From an optimization exercise on the open Yosys and OpenROAD flow, aimed at small area; shortcuts taken in it are not production practice.
At most, simulation tests tie the RTL to the original design; equivalence was not proved.
Power is estimated from default activity; no workload was simulated.

==> run a <==
==> flow/design.v (excerpt) <==
module radar_display_top (
	input logic clock,
	input logic arst_n,
	input logic signed [11:0] target_x,
	input logic signed [11:0] target_y,
	input logic target_load,
	output logic [23:0] pixel,
	output logic hsync,
	output logic vsync,
	output logic de
);
==> module radar_display_top, before the edit <==
module radar_display_top (
	input logic clock,
	input logic arst_n,
	input logic signed [11:0] target_x,
	input logic signed [11:0] target_y,
	input logic target_load,
	output logic [23:0] pixel,
	output logic hsync,
	output logic vsync,
	output logic de
);
	function automatic logic [15:0] rca(input logic [15:0] a, input logic [15:0] b, input logic cin);
		logic c;
		c = cin;
		for (int i = 0; i < 16; i++) begin
			rca[i] = a[i] ^ b[i] ^ c;
			c = (a[i] & b[i]) | (c & (a[i] ^ b[i]));
		end
	endfunction
	function automatic logic ge(input logic [15:0] v, input logic [15:0] k);
		logic r;
		r = 1'b1;
		for (int i = 0; i < 16; i++)
			r = k[i] ? (v[i] & r) : (v[i] | r);
		ge = r;
	endfunction
	function automatic logic in_range(input logic [15:0] v, input logic [15:0] lo, input logic [15:0] hi);
		in_range = ge(v, lo) && ge(hi, v);
	endfunction
	logic [8:0] x;
	logic [7:0] w;
	logic first;
	logic [15:0] r_sq;
	wire x_end = (x == 9'd175);
	wire w_end = (w == 8'd168);
	wire at_origin = (x == 9'h160) && (w == 8'd177);
	always_ff @(posedge clock or negedge arst_n) begin
		if (!arst_n) begin
			x <= 9'd171;
			w <= 8'd168;
			first <= 1'b1;
		end else begin
			x <= x_end ? 9'h160 : 9'(rca(16'(x), 16'd0, 1'b1));
			if (x_end)
				w <= w_end ? 8'd177 : 8'(rca(16'(w), 16'd0, 1'b1));
			if (at_origin)
				first <= 1'b0;
		end
	end
	wire x_blank = !x[8] && ge(16'(x[7:0]), 16'd160);
	wire x_last = (x == 9'd159);
	logic [9:0] r_step;
	wire w_neg = w[7] && (w[6] || w[5]);
	always_comb begin
		if (x_blank)
			r_step = '0;
		else if (x_last)
			r_step = {w_neg, w, 1'b0};  
		else
			r_step = {x, 1'b1};
	end
	always_ff @(posedge clock) begin
		if (x_end && w_end)
			r_sq <= 16'd17441;  
		else
			r_sq <= rca(r_sq, {{6{r_step[9]}}, r_step}, 1'b0);
	end
	wire s = x[8];
	wire [6:0] b = x[6:0] ^ {7{s}};
	wire [15:0] m15s = rca(16'(b[6:4]), 16'(b), s);
	wire [7:0] s15 = 8'(rca(16'(m15s[7:2]), 16'(w), s));
	wire [7:0] s45 = 8'(rca(16'(b), 16'(w), s));
	wire [15:0] m75 = rca({6'd0, b[5:0], 4'd0}, {6'd0, 4'hf, ~b[5:0]}, 1'b1);
	wire [15:0] m75s = rca(16'(m75[9:0]), {11'd0, s, 2'b0, s, 1'b0}, 1'b0);
	wire [7:0] s75 = 8'(rca(16'(m75s[9:2]), 16'(w), 1'b0));
	wire line = in_range(16'(s15), 16'd159, 16'd161) ||
		in_range(16'(s45), 16'd159, 16'd161) ||
		(!b[6] && in_range(16'(s75), 16'd157, 16'd163));
	wire ring_guard = in_range(16'(w), 16'd97, 16'd168);
	wire ring = (in_range(r_sq, 16'd1216, 16'd1344) && ring_guard) ||
		in_range(r_sq, 16'd4224, 16'd4480) ||
		in_range(r_sq, 16'd9344, 16'd9600) ||
		in_range(r_sq, 16'd16512, 16'd16768) ||
		in_range(r_sq, 16'd25600, 16'd26112) ||
		in_range(r_sq, 16'd36864, 16'd37376) ||
		in_range(r_sq, 16'd50176, 16'd50688);
	wire x_in = s ? ge(16'(x[7:0]), 16'd125) : ge(16'd131, 16'(x[7:0]));
	wire y_in = ge(16'(w), 16'd181) || ge(16'd163, 16'(w));
	wire on_border = (s ? ge(16'd128, 16'(x[7:0])) : x[7]) ||
		in_range(16'(w), 16'd177, 16'd184) || in_range(16'(w), 16'd160, 16'd168);
	wire grid_on = x_in && y_in && (on_border || ring || line);
	wire tx_ok = (target_x[11:8] == {4{target_x[8]}});
	wire ty_ok = (target_y[11:8] == 4'h0) ? (target_y[7:2] != 6'h3f) :
		(target_y[11:8] == 4'hf) && (target_y[7:4] == 4'hf) && (target_y[3:2] != 2'b00);
	logic [8:0] pend_x;
	logic [7:0] pend_y;
	logic pend_ok;
	logic [8:0] act_x;
	logic [7:0] act_y;
	logic act_ok;
	wire swap = (x == 9'd171) && w_end;
	always_ff @(posedge clock) begin
		if (target_load) begin
			pend_x <= target_x[8:0];
			pend_y <= target_y[7:0];
		end
		if (swap) begin
			act_x <= pend_x;
			act_y <= pend_y;
		end
	end
	always_ff @(posedge clock or negedge arst_n) begin
		if (!arst_n) begin
			pend_ok <= 1'b0;
			act_ok <= 1'b0;
		end else begin
			if (target_load)
				pend_ok <= tx_ok && ty_ok;
			if (swap)
				act_ok <= pend_ok;
		end
	end
	wire [8:0] dx = 9'(rca(16'(x), 16'(~act_x), 1'b1));
	wire [7:0] sy = 8'(rca(16'(w), 16'(act_y), 1'b0));
	wire hit_x = (dx[8:3] == 6'd0 && dx[2:0] <= 3'd4) || (dx[8:2] == 7'h7f);
	wire hit_y = in_range(16'(sy), 16'd156, 16'd164);
	wire hit = act_ok && hit_x && hit_y;
	wire de_i = !first && (s || !ge(16'(x[7:0]), 16'd160)) && (ge(16'(w), 16'd177) || ge(16'd160, 16'(w)));
	assign de = de_i;
	assign hsync = !first && !s && in_range(16'(x[7:0]), 16'd164, 16'd171);
	assign vsync = (w == 8'd163) || (w == 8'd164);
	wire red = de_i && !hit && grid_on;
	wire green = de_i && hit;
	assign pixel = {{8{red}}, {8{green}}, 8'd0};
endmodule
Settings: LEC_CHECK=0, CAP_MARGIN=20, CORE_MARGIN=2, CORE_UTILIZATION=40, CTS_BUF_LIST=sky130_fd_sc_hd__clkbuf_8, SLEW_MARGIN=20; clock period 8.0 ns.
standard.sh (not shown) runs the stock make flow with config.mk's settings and CLKGATE_MAP_FILE= SYNTH_SCRIPT=/design/flow/synth_recipe.tcl, a recipe that flattens the netlist after the stock synthesis.
==> flow/flow/run.sh <==
#!/bin/bash
# Standard synthesis, then the standard layout with port buffers of the
# smallest buffer cell instead of the resizer's default choice.
set -euo pipefail
bash standard.sh synth > synth.log 2>&1
export BUFFER_PORTS_ARGS="-buffer_cell sky130_fd_sc_hd__buf_1"
bash standard.sh finish > layout.log 2>&1
==> inputs of run b, as changes to run a <==
==> flow/design.v (replaced) <==
`timescale 1ns/1ns
`default_nettype none
module radar_display_top (
	input logic clock,
	input logic arst_n,
	input logic signed [11:0] target_x,
	input logic signed [11:0] target_y,
	input logic target_load,
	output logic [23:0] pixel,
	output logic hsync,
	output logic vsync,
	output logic de
);
	logic [8:0] x;
	logic [7:0] w;
	logic first;
	logic [15:0] r_sq;
	wire x_end = (x == 9'd175);
	wire w_end = (w == 8'd168);
	wire at_origin = (x == 9'h160) && (w == 8'd177);
	always_ff @(posedge clock or negedge arst_n) begin
		if (!arst_n) begin
			x <= 9'd171;
			w <= 8'd168;
			first <= 1'b1;
		end else begin
			x <= x_end ? 9'h160 : x + 9'd1;
			if (x_end)
				w <= w_end ? 8'd177 : w + 8'd1;
			if (at_origin)
				first <= 1'b0;
		end
	end
	wire x_blank = !x[8] && (x[7:0] >= 8'd160);
	wire x_last = (x == 9'd159);
	logic [9:0] r_step;
	wire w_neg = w[7] && (w[6] || w[5]);
	always_comb begin
		if (x_blank)
			r_step = '0;
		else if (x_last)
			r_step = {w_neg, w, 1'b0};  
		else
			r_step = {x, 1'b1};
	end
	always_ff @(posedge clock) begin
		if (x_end && w_end)
			r_sq <= 16'd17185;  
		else
			r_sq <= r_sq + {{6{r_step[9]}}, r_step};
	end
	wire s = x[8];
	wire [6:0] b = x[6:0] ^ {7{s}};
	wire [7:0] t15 = 8'((({5'd0, b} + {1'b0, b, 4'd0}) + (s ? 12'd80 : 12'd0)) >> 6);
	wire [7:0] t75 = 8'((({b[5:0], 4'd0} - {4'd0, b[5:0]}) + (s ? 10'd18 : 10'd0)) >> 2);
	wire [7:0] s15 = t15 + w;
	wire [7:0] s45 = {1'b0, b} + w + {7'd0, s};
	wire [7:0] s75 = t75 + w;
	wire line = (s15 >= 8'd159 && s15 <= 8'd161) ||
		(s45 >= 8'd159 && s45 <= 8'd161) ||
		(!b[6] && s75 >= 8'd157 && s75 <= 8'd163);
	wire ring_guard = (w >= 8'd97) && (w <= 8'd168);
	wire ring = (r_sq >= 16'd960 && r_sq <= 16'd1088 && ring_guard) ||
		(r_sq >= 16'd3968 && r_sq <= 16'd4224) ||
		(r_sq >= 16'd9088 && r_sq <= 16'd9344) ||
		(r_sq >= 16'd16256 && r_sq <= 16'd16512) ||
		(r_sq >= 16'd25344 && r_sq <= 16'd25856) ||
		(r_sq >= 16'd36608 && r_sq <= 16'd37120) ||
		(r_sq >= 16'd49920 && r_sq <= 16'd50432);
	wire x_in = s ? (x[7:0] >= 8'd125) : (x[7:0] <= 8'd131);
	wire y_in = (w >= 8'd181) || (w <= 8'd163);
	wire on_border = (s ? (x[7:0] <= 8'd128) : (x[7:0] >= 8'd128)) ||
		(w >= 8'd177 && w <= 8'd184) || (w >= 8'd160 && w <= 8'd168);
	wire grid_on = x_in && y_in && (on_border || ring || line);
	wire tx_ok = (target_x[11:8] == {4{target_x[8]}});
	wire ty_ok = (target_y[11:8] == 4'h0) ? (target_y[7:2] != 6'h3f) :
		(target_y[11:8] == 4'hf) && (target_y[7:4] == 4'hf) && (target_y[3:2] != 2'b00);
	logic [8:0] pend_x;
	logic [7:0] pend_y;
	logic pend_ok;
	logic [8:0] act_x;
	logic [7:0] act_y;
	logic act_ok;
	wire swap = (x == 9'd171) && w_end;
	always_ff @(posedge clock) begin
		if (target_load) begin
			pend_x <= target_x[8:0];
			pend_y <= target_y[7:0];
		end
		if (swap) begin
			act_x <= pend_x;
			act_y <= pend_y;
		end
	end
	always_ff @(posedge clock or negedge arst_n) begin
		if (!arst_n) begin
			pend_ok <= 1'b0;
			act_ok <= 1'b0;
		end else begin
			if (target_load)
				pend_ok <= tx_ok && ty_ok;
			if (swap)
				act_ok <= pend_ok;
		end
	end
	wire [8:0] dx = x - act_x;
	wire [7:0] sy = w + act_y;
	wire hit_x = (dx[8:3] == 6'd0 && dx[2:0] <= 3'd4) || (dx[8:2] == 7'h7f);
	wire hit_y = (sy >= 8'd156) && (sy <= 8'd164);
	wire hit = act_ok && hit_x && hit_y;
	wire de_i = !first && (s || (x[7:0] < 8'd160)) && ((w >= 8'd177) || (w <= 8'd160));
	assign de = de_i;
	assign hsync = !first && !s && (x[7:0] >= 8'd164) && (x[7:0] <= 8'd171);
	assign vsync = (w == 8'd163) || (w == 8'd164);
	wire red = de_i && !hit && grid_on;
	wire green = de_i && hit;
	assign pixel = {{8{red}}, {8{green}}, 8'd0};
endmodule
`default_nettype wire
==> flow/run.sh (new file) <==
#!/bin/bash
# synth_recipe.tcl (not shown) runs the flow's synth.tcl, then flattens the netlist and writes it again
# the make line also repeats each setting of config.mk as NAME=value (left out here)
make -C /OpenROAD-flow-scripts/flow DESIGN_CONFIG=/design/flow/config.mk WORK_HOME=/design/flow/orfs CLKGATE_MAP_FILE= SYNTH_SCRIPT=/design/flow/synth_recipe.tcl finish
Settings changed: CTS_BUF_LIST sky130_fd_sc_hd__clkbuf_8 to not set.
removed: flow/flow/run.sh
removed: flow/standard.sh
==> inputs of run c, as changes to run a <==
--- a/flow/design.v
+++ b/flow/design.v
@@ -32,7 +32,7 @@
 	logic [8:0] x;
 	logic [7:0] w;
 	logic first;
-	logic [15:0] r_sq;
+	logic [13:0] r_hi;
 	wire x_end = (x == 9'd175);
 	wire w_end = (w == 8'd168);
 	wire at_origin = (x == 9'h160) && (w == 8'd177);
@@ -51,41 +51,47 @@
 	end
 	wire x_blank = !x[8] && ge(16'(x[7:0]), 16'd160);
 	wire x_last = (x == 9'd159);
-	logic [9:0] r_step;
 	wire w_neg = w[7] && (w[6] || w[5]);
+	wire r0 = x[0] ^ w[0];
+	logic [8:0] r_step;
 	always_comb begin
 		if (x_blank)
 			r_step = '0;
 		else if (x_last)
-			r_step = {w_neg, w, 1'b0};  
+			r_step = {w_neg, w};
 		else
-			r_step = {x, 1'b1};
+			r_step = x;
 	end
+	wire r_cin = !x_blank && !x_last && r0;
 	always_ff @(posedge clock) begin
 		if (x_end && w_end)
-			r_sq <= 16'd17441;  
+			r_hi <= 14'd8720;  
 		else
-			r_sq <= rca(r_sq, {{6{r_step[9]}}, r_step}, 1'b0);
+			r_hi <= 14'(rca(16'(r_hi), {{7{r_step[8]}}, r_step}, r_cin));
 	end
+	wire [14:0] r_sq = {r_hi, r0};
 	wire s = x[8];
 	wire [6:0] b = x[6:0] ^ {7{s}};
 	wire [15:0] m15s = rca(16'(b[6:4]), 16'(b), s);
 	wire [7:0] s15 = 8'(rca(16'(m15s[7:2]), 16'(w), s));
 	wire [7:0] s45 = 8'(rca(16'(b), 16'(w), s));
-	wire [15:0] m75 = rca({6'd0, b[5:0], 4'd0}, {6'd0, 4'hf, ~b[5:0]}, 1'b1);
-	wire [15:0] m75s = rca(16'(m75[9:0]), {11'd0, s, 2'b0, s, 1'b0}, 1'b0);
-	wire [7:0] s75 = 8'(rca(16'(m75s[9:2]), 16'(w), 1'b0));
+	wire [15:0] m75 = rca({6'd0, b[5:0], 4'd0}, {10'd0, ~b[5:0]}, 1'b0);
+	wire [9:0] g75 = 10'(rca(16'(m75[9:0]), {6'd0, w, 2'd0}, 1'b0));
+	wire near75 = !b[6] && (s ? in_range(16'(g75), 16'd673, 16'd700) : in_range(16'(g75), 16'd691, 16'd718));
 	wire line = in_range(16'(s15), 16'd159, 16'd161) ||
 		in_range(16'(s45), 16'd159, 16'd161) ||
-		(!b[6] && in_range(16'(s75), 16'd157, 16'd163));
-	wire ring_guard = in_range(16'(w), 16'd97, 16'd168);
-	wire ring = (in_range(r_sq, 16'd1216, 16'd1344) && ring_guard) ||
-		in_range(r_sq, 16'd4224, 16'd4480) ||
-		in_range(r_sq, 16'd9344, 16'd9600) ||
-		in_range(r_sq, 16'd16512, 16'd16768) ||
-		in_range(r_sq, 16'd25600, 16'd26112) ||
-		in_range(r_sq, 16'd36864, 16'd37376) ||
-		in_range(r_sq, 16'd50176, 16'd50688);
+		near75;
+	wire g_near = in_range(16'(w), 16'd32, 16'd184);
+	wire g_5 = !in_range(16'(w), 16'd169, 16'd223);
+	wire g_6 = in_range(16'(w), 16'd0, 16'd94) || in_range(16'(w), 16'd186, 16'd255);
+	wire g_7 = !in_range(16'(w), 16'd25, 16'd184);
+	wire ring = (g_near && (in_range(16'(r_sq), 16'd1216, 16'd1344) ||
+			in_range(16'(r_sq), 16'd4224, 16'd4480) ||
+			in_range(16'(r_sq), 16'd9344, 16'd9600) ||
+			in_range(16'(r_sq), 16'd16512, 16'd16768))) ||
+		(g_5 && in_range(16'(r_sq), 16'd25600, 16'd26112)) ||
+		(g_6 && in_range(16'(r_sq), 16'd4096, 16'd4608)) ||
+		(g_7 && in_range(16'(r_sq), 16'd17408, 16'd17920));
 	wire x_in = s ? ge(16'(x[7:0]), 16'd125) : ge(16'd131, 16'(x[7:0]));
 	wire y_in = ge(16'(w), 16'd181) || ge(16'd163, 16'(w));
 	wire on_border = (s ? ge(16'd128, 16'(x[7:0])) : x[7]) ||
==> flow/flow/run.sh (replaced) <==
#!/bin/bash
# Standard synthesis, then the standard layout with two changes: port
# buffers of the smallest buffer cell, and clock tree synthesis without
# dummy load cells.
set -euo pipefail
bash standard.sh synth > synth.log 2>&1
export BUFFER_PORTS_ARGS="-buffer_cell sky130_fd_sc_hd__buf_1"
export CTS_ARGS="-sink_clustering_enable -repair_clock_nets -dont_use_dummy_load -sink_clustering_size 8 -buf_list sky130_fd_sc_hd__clkbuf_4"
bash standard.sh finish > layout.log 2>&1
Settings changed: CTS_BUF_LIST sky130_fd_sc_hd__clkbuf_8 to sky130_fd_sc_hd__clkbuf_4, CTS_CLUSTER_SIZE set to 8.
==> comparison table <==
|  | run a | run b | run c |
|---|---|---|---|
| Number of multi-input logic gates | 302 | 570 | 304 |
| Tapcells inserted | 172 | 216 | 168 |
| Combinational group share of total power | 1.8% | 2.6% | 2.2% |
| Final Critical Period | 7.54 ns | 7.26 ns | 7.40 ns |
| Clock Power | 265 uW | 400 uW | 162 uW |
| Average footprint of a synthesized cell | 11.1 um2 | 8.84 um2 | 10.9 um2 |
| Clock Skew | 0.0108 ns | 0.00637 ns | 0.0311 ns |
| Post-synth cell types | 60 | 72 | 64 |
| Result of the run | timing/DRC/antenna clean | timing/DRC/antenna clean | timing/DRC/antenna clean |
| Post-synthesis share of cell area spent on full adders, half adders and majority gates | 27.9% | 15.7% | 25.5% |
| Combinational power | 12.0 uW | 20.6 uW | 12.1 uW |
| Row count | 41 | 46 | 40 |
| Worst-path clk slew | 0.08 ns | 0.06 ns | 0.12 ns |
| Pre-antenna DRT Iters | 4 | 5 | 5 |
| Part of the total power dissipated in the clock network | 39.9% | 49.5% | 29.4% |
| Seq cells post-synth | 70 | 70 | 68 |
| Critical path peak fanout | 8 | 14 | 10 |
| Final Routed Wirelength | 10.3 mm | 15.3 mm | 10.6 mm |
| Pin slew with the least headroom to its limit | 0.994 ns | 0.918 ns | 0.923 ns |
| Initial standard-cell utilization of the core | 40.7% | 40.6% | 41.4% |
| Cell repeated most along the worst path | sky130_fd_sc_hd__fa_1 | - | sky130_fd_sc_hd__fa_1 |
The RTL of run a was laid out without a check of its function.

## afterwards: timing with drivers on the ports
No port has a modelled driver above. Below, the same layouts with a new extraction and two added sets of constraints.
Step 1 sets driving cells, clkbuf_16 on the clock port and buf_2 on the other inputs (assumed; they add their load-dependent delay and slew).
Step 2 adds t to the input delays and takes it off the output delays; t is the mean of the earliest and latest rising clock arrival at the registers after step 1. Input paths then give back, and output paths get back, about the clock's delay inside the block.
a / b / c = ideal / step 1 / step 2; a / b = the first two.
run | t (ns) | slack for setup (ns) | hold slack, ns
run a | 0.383 | 0.457 / 0.457 / 0.457 | 0.415 / 0.415 / 0.415
run b | 0.369 | 0.737 / 0.698 / 1.067 | 0.419 / 0.419 / 0.419
run c | 0.436 | 0.604 / 0.572 / 0.875 | 0.394 / 0.394 / 0.394
After both steps every run listed still meets setup and hold.
